Source: an optimization exercise on an open RTL-to-GDS flow (aim: small area, a short achievable clock period and few clock cycles per item). Production flows keep margins and buffers that such runs may drop.
At most, simulation tests tie the RTL to the original design; equivalence was not proved.
Power figures rest on the tool's default switching activity, not on a simulated workload.

==> flow/design.v <==
module sorter_top (
    input  logic                                        clk_i,
    input  logic                                        rst_i,
    input  logic                                        src_vld_i,
    input  logic [16-1:0]                   src_data_i,
    output logic                                        reorder_vld_o,
    output logic [8*16-1:0] reorder_ranks_o
);
    localparam int DW   = 16;
    localparam int TW   = 4;
    localparam int WIN  = 15;
    localparam int OUTR = 8;
    logic [DW-1:0]      val_q [WIN];
    logic [TW-1:0]      tag_q [WIN];
    logic [TW-1:0]      ptr_q;
    logic               vld_q;
    logic [WIN-1:0]     lt;           
    logic [WIN-1:0]     is_old;       
    logic [WIN-1:0]     past_old;     
    logic [WIN-1:0]     s_up, s_hold, s_new, s_dn;
    logic               load;
    function automatic logic less_than(input logic [DW-1:0] a, input logic [DW-1:0] b);
        logic [DW-1:0] l;
        logic [DW-1:0] ng;
        for (int i = 0; i < DW; i++) begin
            l[i]  = ~a[i] & b[i];
            ng[i] = ~a[i] | b[i];
        end
        for (int s = 1; s < DW; s = s * 2) begin
            for (int i = 0; i + s < DW; i = i + 2 * s) begin
                l[i]  = l[i + s] | (ng[i + s] & l[i]);
                ng[i] = l[i + s] | (ng[i + s] & ng[i]);
            end
        end
        less_than = l[0];
    endfunction
    always_comb begin
        for (int i = 0; i < WIN; i++) begin
            lt[i]     = less_than(src_data_i, val_q[i]);
            is_old[i] = (tag_q[i] == ptr_q);
            past_old[i] = is_old[i] | ((i > 0) ? past_old[(i > 0) ? i-1 : 0] : 1'b0);
        end
    end
    assign load = src_vld_i & ~rst_i;
    always_comb begin
        for (int j = 0; j < WIN; j++) begin
            s_up[j]   = load & (j > 0) & ~past_old[(j > 0) ? j-1 : 0] & lt[(j > 0) ? j-1 : 0];
            s_dn[j]   = load & (j < WIN-1) & past_old[j] & ~lt[(j < WIN-1) ? j+1 : 0];
            if (j == 0) begin
                s_new[j] = load & (past_old[0] ? lt[1] : lt[0]);
            end else if (j == WIN-1) begin
                s_new[j] = load & ~lt[j-1 + (past_old[j-1] ? 1 : 0)];
            end else begin
                s_new[j] = load & (past_old[j] ? lt[j+1] : lt[j])
                                & ~(past_old[j-1] ? lt[j] : lt[j-1]);
            end
            s_hold[j] = ~rst_i & (~load
                                | (~past_old[j] & ~lt[j])
                                | ((j > 0) & past_old[(j > 0) ? j-1 : 0] & lt[j]));
        end
    end
    always_ff @(posedge clk_i) begin
        for (int j = 0; j < WIN; j++) begin
            val_q[j] <= ({DW{s_up[j]}}   & val_q[(j > 0) ? j-1 : 0])
                      | ({DW{s_hold[j]}} & val_q[j])
                      | ({DW{s_new[j]}}  & src_data_i)
                      | ({DW{s_dn[j]}}   & val_q[(j < WIN-1) ? j+1 : 0]);
            tag_q[j] <= ({TW{s_up[j]}}   & tag_q[(j > 0) ? j-1 : 0])
                      | ({TW{s_hold[j]}} & tag_q[j])
                      | ({TW{s_new[j]}}  & ptr_q)
                      | ({TW{s_dn[j]}}   & tag_q[(j < WIN-1) ? j+1 : 0])
                      | ({TW{rst_i}}     & TW'(j));
        end
        if (rst_i) begin
            ptr_q <= '0;
            vld_q <= 1'b0;
        end else begin
            vld_q <= src_vld_i;
            if (src_vld_i) begin
                ptr_q <= (ptr_q == TW'(WIN - 1)) ? '0 : ptr_q + 1'b1;
            end
        end
    end
    assign reorder_vld_o = vld_q;
    always_comb begin
        for (int r = 0; r < OUTR; r++) begin
            reorder_ranks_o[r*DW +: DW] = val_q[r];
        end
    end
endmodule
Settings: LEC_CHECK=0, ABC_AREA=1, CAP_MARGIN=20, CORE_MARGIN=2, CORE_UTILIZATION=50, PLACE_DENSITY=0.6, SETUP_SLACK_MARGIN=3.0, SLEW_MARGIN=20, TNS_END_PERCENT=0; clock period 6.0 ns.
standard.sh (not shown) runs the stock make flow with config.mk's settings and CLKGATE_MAP_FILE= SYNTH_SCRIPT=/design/flow/synth_recipe.tcl, a recipe that flattens the netlist after the stock synthesis.
==> flow/flow/run.sh <==
#!/bin/bash
# Standard ORFS layout with two changes:
# - ports are buffered with plain buffers instead of the delay cell that
#   buffer_ports picks by default;
# - before repair_design, the input port buffers are upsized, since each data
#   input fans out to every comparator.
set -e
here=$(pwd)
export BUFFER_PORTS_ARGS="-buffer_cell sky130_fd_sc_hd__buf_1"
export PRE_RESIZE_TCL="$here/flow/upsize_inputs.tcl"
bash standard.sh > standard_run.log 2>&1
==> flow/flow/upsize_inputs.tcl <==
# Input port buffers drive wide fanout (each data bit feeds every comparator);
# give them a strong cell before repair_design builds buffer trees.
foreach inst [get_cells input*] {
  replace_cell $inst sky130_fd_sc_hd__buf_16
}
The baseline passed the timing, design-rule and antenna checks.
Testbench counts at the start, summed over its fixed seeds: cycles 6,400, items 3,200.
Rerun with:
--- a/flow/design.v
+++ b/flow/design.v
@@ -15,9 +15,10 @@
     logic [TW-1:0]      ptr_q;
     logic               vld_q;
     logic [WIN-1:0]     lt;           
     logic [WIN-1:0]     is_old;       
-    logic [WIN-1:0]     past_old;     
+    logic [WIN-1:0]     past_old_d;   
+    logic [WIN-1:0]     past_old;
     logic [WIN-1:0]     s_up, s_hold, s_new, s_dn;
     logic               load;
     function automatic logic less_than(input logic [DW-1:0] a, input logic [DW-1:0] b);
         logic [DW-1:0] l;
@@ -37,9 +38,9 @@
     always_comb begin
         for (int i = 0; i < WIN; i++) begin
             lt[i]     = less_than(src_data_i, val_q[i]);
             is_old[i] = (tag_q[i] == ptr_q);
-            past_old[i] = is_old[i] | ((i > 0) ? past_old[(i > 0) ? i-1 : 0] : 1'b0);
+            past_old_d[i] = is_old[i] | ((i > 0) ? past_old_d[(i > 0) ? i-1 : 0] : 1'b0);
         end
     end
     assign load = src_vld_i & ~rst_i;
     always_comb begin
@@ -71,8 +72,13 @@
                       | ({TW{s_dn[j]}}   & tag_q[(j < WIN-1) ? j+1 : 0])
                       | ({TW{rst_i}}     & TW'(j));
         end
         if (rst_i) begin
+            past_old <= '1;
+        end else begin
+            past_old <= past_old_d;
+        end
+        if (rst_i) begin
             ptr_q <= '0;
             vld_q <= 1'b0;
         end else begin
             vld_q <= src_vld_i;
=>
- via count goes up by 12%
- cell count went up by about 10%
- synthesized area is higher by about 9%
- first-iteration DRC count grows by 27%
- total power decreases by about 5%
- count of clock-buffer cells in the layout is unchanged
- synthesized cell count grows by 12%
- wire length went up by about 16%
- setup slack is better by 0.054 ns
The RTL of the second run of this note was laid out without a check of its function.

* * *

== old ==
RTL: the design.v shown in full above, as it stands there.
Settings: LEC_CHECK=0, ABC_AREA=1, CAP_MARGIN=20, CORE_MARGIN=2, CORE_UTILIZATION=50, CTS_CLUSTER_DIAMETER=100, CTS_CLUSTER_SIZE=20, PLACE_DENSITY=0.6, SETUP_SLACK_MARGIN=3.0, SLEW_MARGIN=20, TNS_END_PERCENT=0; clock period 6.0 ns.
==> flow/flow/run.sh <==
#!/bin/bash
# Standard ORFS layout with these changes:
# - ports are buffered with plain buffers instead of the delay cell that
#   buffer_ports picks by default;
# - the resizer may swap cells across footprints (MATCH_CELL_FOOTPRINT=0);
# - before repair_design, the input port buffers are upsized, since each data
#   input fans out to every comparator.
set -e
here=$(pwd)
export BUFFER_PORTS_ARGS="-buffer_cell sky130_fd_sc_hd__buf_1"
export PRE_RESIZE_TCL="$here/flow/upsize_inputs.tcl"
bash standard.sh MATCH_CELL_FOOTPRINT=0 finish > standard_run.log 2>&1
Scripts as last shown in full above: flow/flow/upsize_inputs.tcl
old was carried through to the last stage, and its layout satisfied the timing, design-rule and antenna checks.
Testbench counts of old, summed over its fixed seeds: cycles 6,400, items 3,200.
The following lists how new was set up differently from old:
==> flow/design.v <==
module sorter_top (
    input  logic                                        clk_i,
    input  logic                                        rst_i,
    input  logic                                        src_vld_i,
    input  logic [16-1:0]                   src_data_i,
    output logic                                        reorder_vld_o,
    output logic [8*16-1:0] reorder_ranks_o
);
    localparam int DW     = 16;
    localparam int TW     = 4;
    localparam int WIN    = 15;
    localparam int NSTORE = 15 - 1;
    localparam int OUTR   = 8;
    logic [DW-1:0]      val_q [WIN];
    logic [TW-1:0]      tag_q [WIN];
    logic [TW-1:0]      ptr_q;
    logic               vld_q;
    logic [WIN-1:0]     lt;           
    logic [WIN-1:0]     is_old;       
    logic [WIN-1:0]     past_old;     
    logic [WIN-1:0]     s_up, s_hold, s_new, s_dn;
    logic               ins, del;
    function automatic logic less_than(input logic [DW-1:0] a, input logic [DW-1:0] b);
        logic [DW-1:0] l;
        logic [DW-1:0] ng;
        for (int i = 0; i < DW; i++) begin
            l[i]  = ~a[i] & b[i];
            ng[i] = ~a[i] | b[i];
        end
        for (int s = 1; s < DW; s = s * 2) begin
            for (int i = 0; i + s < DW; i = i + 2 * s) begin
                l[i]  = l[i + s] | (ng[i + s] & l[i]);
                ng[i] = l[i + s] | (ng[i + s] & ng[i]);
            end
        end
        less_than = l[0];
    endfunction
    always_comb begin
        for (int i = 0; i < WIN; i++) begin
            lt[i]       = (i < NSTORE) ? less_than(src_data_i, val_q[i]) : 1'b1;
            is_old[i]   = (tag_q[i] == ptr_q);
            past_old[i] = is_old[i] | ((i > 0) ? past_old[(i > 0) ? i-1 : 0] : 1'b0);
        end
    end
    assign ins = src_vld_i & ~rst_i;
    assign del = vld_q & ~rst_i;
    always_comb begin
        for (int j = 0; j < WIN; j++) begin
            s_up[j]   = ins & (j > 0) & lt[(j > 0) ? j-1 : 0];
            s_new[j]  = ins & lt[j] & ~((j > 0) & lt[(j > 0) ? j-1 : 0]);
            s_dn[j]   = del & (j < WIN-1) & past_old[j];
            s_hold[j] = ~rst_i & ((ins & ~lt[j]) | (del & ~past_old[j]) | (~ins & ~del));
        end
    end
    always_ff @(posedge clk_i) begin
        for (int j = 0; j < WIN; j++) begin
            val_q[j] <= ({DW{s_up[j]}}   & val_q[(j > 0) ? j-1 : 0])
                      | ({DW{s_hold[j]}} & val_q[j])
                      | ({DW{s_new[j]}}  & src_data_i)
                      | ({DW{s_dn[j]}}   & val_q[(j < WIN-1) ? j+1 : 0]);
            tag_q[j] <= ({TW{s_up[j]}}   & tag_q[(j > 0) ? j-1 : 0])
                      | ({TW{s_hold[j]}} & tag_q[j])
                      | ({TW{s_new[j]}}  & ptr_q)
                      | ({TW{s_dn[j]}}   & tag_q[(j < WIN-1) ? j+1 : 0])
                      | ({TW{rst_i}}     & TW'(j + 1));
        end
        if (rst_i) begin
            ptr_q <= '0;
            vld_q <= 1'b0;
        end else begin
            vld_q <= src_vld_i;
            if (src_vld_i) begin
                ptr_q <= (ptr_q == TW'(WIN - 1)) ? '0 : ptr_q + 1'b1;
            end
        end
    end
    assign reorder_vld_o = vld_q;
    always_comb begin
        for (int r = 0; r < OUTR; r++) begin
            reorder_ranks_o[r*DW +: DW] = val_q[r];
        end
    end
endmodule
==> comparison <==
new against old: setup slack at placement now sits lower; total routing usage reported by global routing lower; area overhead of the layout relative to synthesis now smaller; final standard cell utilization of the core has increased.
Max multi-input combinational area share across old and new: old
Sort old and new by worst slew margin relative to its limit, descending, and new comes first.
new vs old — total detailed-routing wirelength dropped 8.2 mm.
Changes observed in new relative to old: synthesized netlist cell count dropped 6.7%, number of nets with antenna violations after routing neither gained nor lost much, number of cells in the design after placement moved down, xor and xnor fraction of the mapped netlist area has remained practically unchanged.
| worst hold slack | new vs old | worse |
Looking at fill cell total of the finished layout, new sits 180 lower than old does.
Testbench counts of new, summed over its fixed seeds: cycles 6,400, items 3,200.

separate check: timing with driven ports:
The results above use ideal ports. As a check the final layouts listed here were re-extracted and re-timed, cells and wires unchanged.
Step 1 (the two cells are an assumption about what drives the block):
set clk [get_ports {clk_i}]
set_driving_cell -lib_cell sky130_fd_sc_hd__clkbuf_16 $clk
set_driving_cell -lib_cell sky130_fd_sc_hd__buf_2 [delete_from_list [all_inputs] $clk]
Step 2, shift: input delay + t, output delay - t, t = (earliest + latest rising clock arrival at the registers) / 2. This alone moves slack from input paths to output paths.
Slacks: ideal ports / drivers / drivers and shift; pairs: ideal ports / drivers.
| run | t (ns) | setup slack, ns | worst setup path after step 2 |
|---|---|---|---|
| the first run of note 1 | 0.621 | 2.943 / 2.914 / 2.293 | input to register |
| the second run of note 1 | 0.631 | 2.997 / 2.981 / 2.350 | input to register |
| old | 0.601 | 3.015 / 2.991 / 2.390 | input to register |
| new | 0.591 | 2.939 / 2.904 / 2.314 | input to register |
After both steps setup and hold are still met in every run listed. The setup slack of the first run of note 1, which loses most, moves by -0.029 ns with the drivers and by -0.650 ns with both steps.
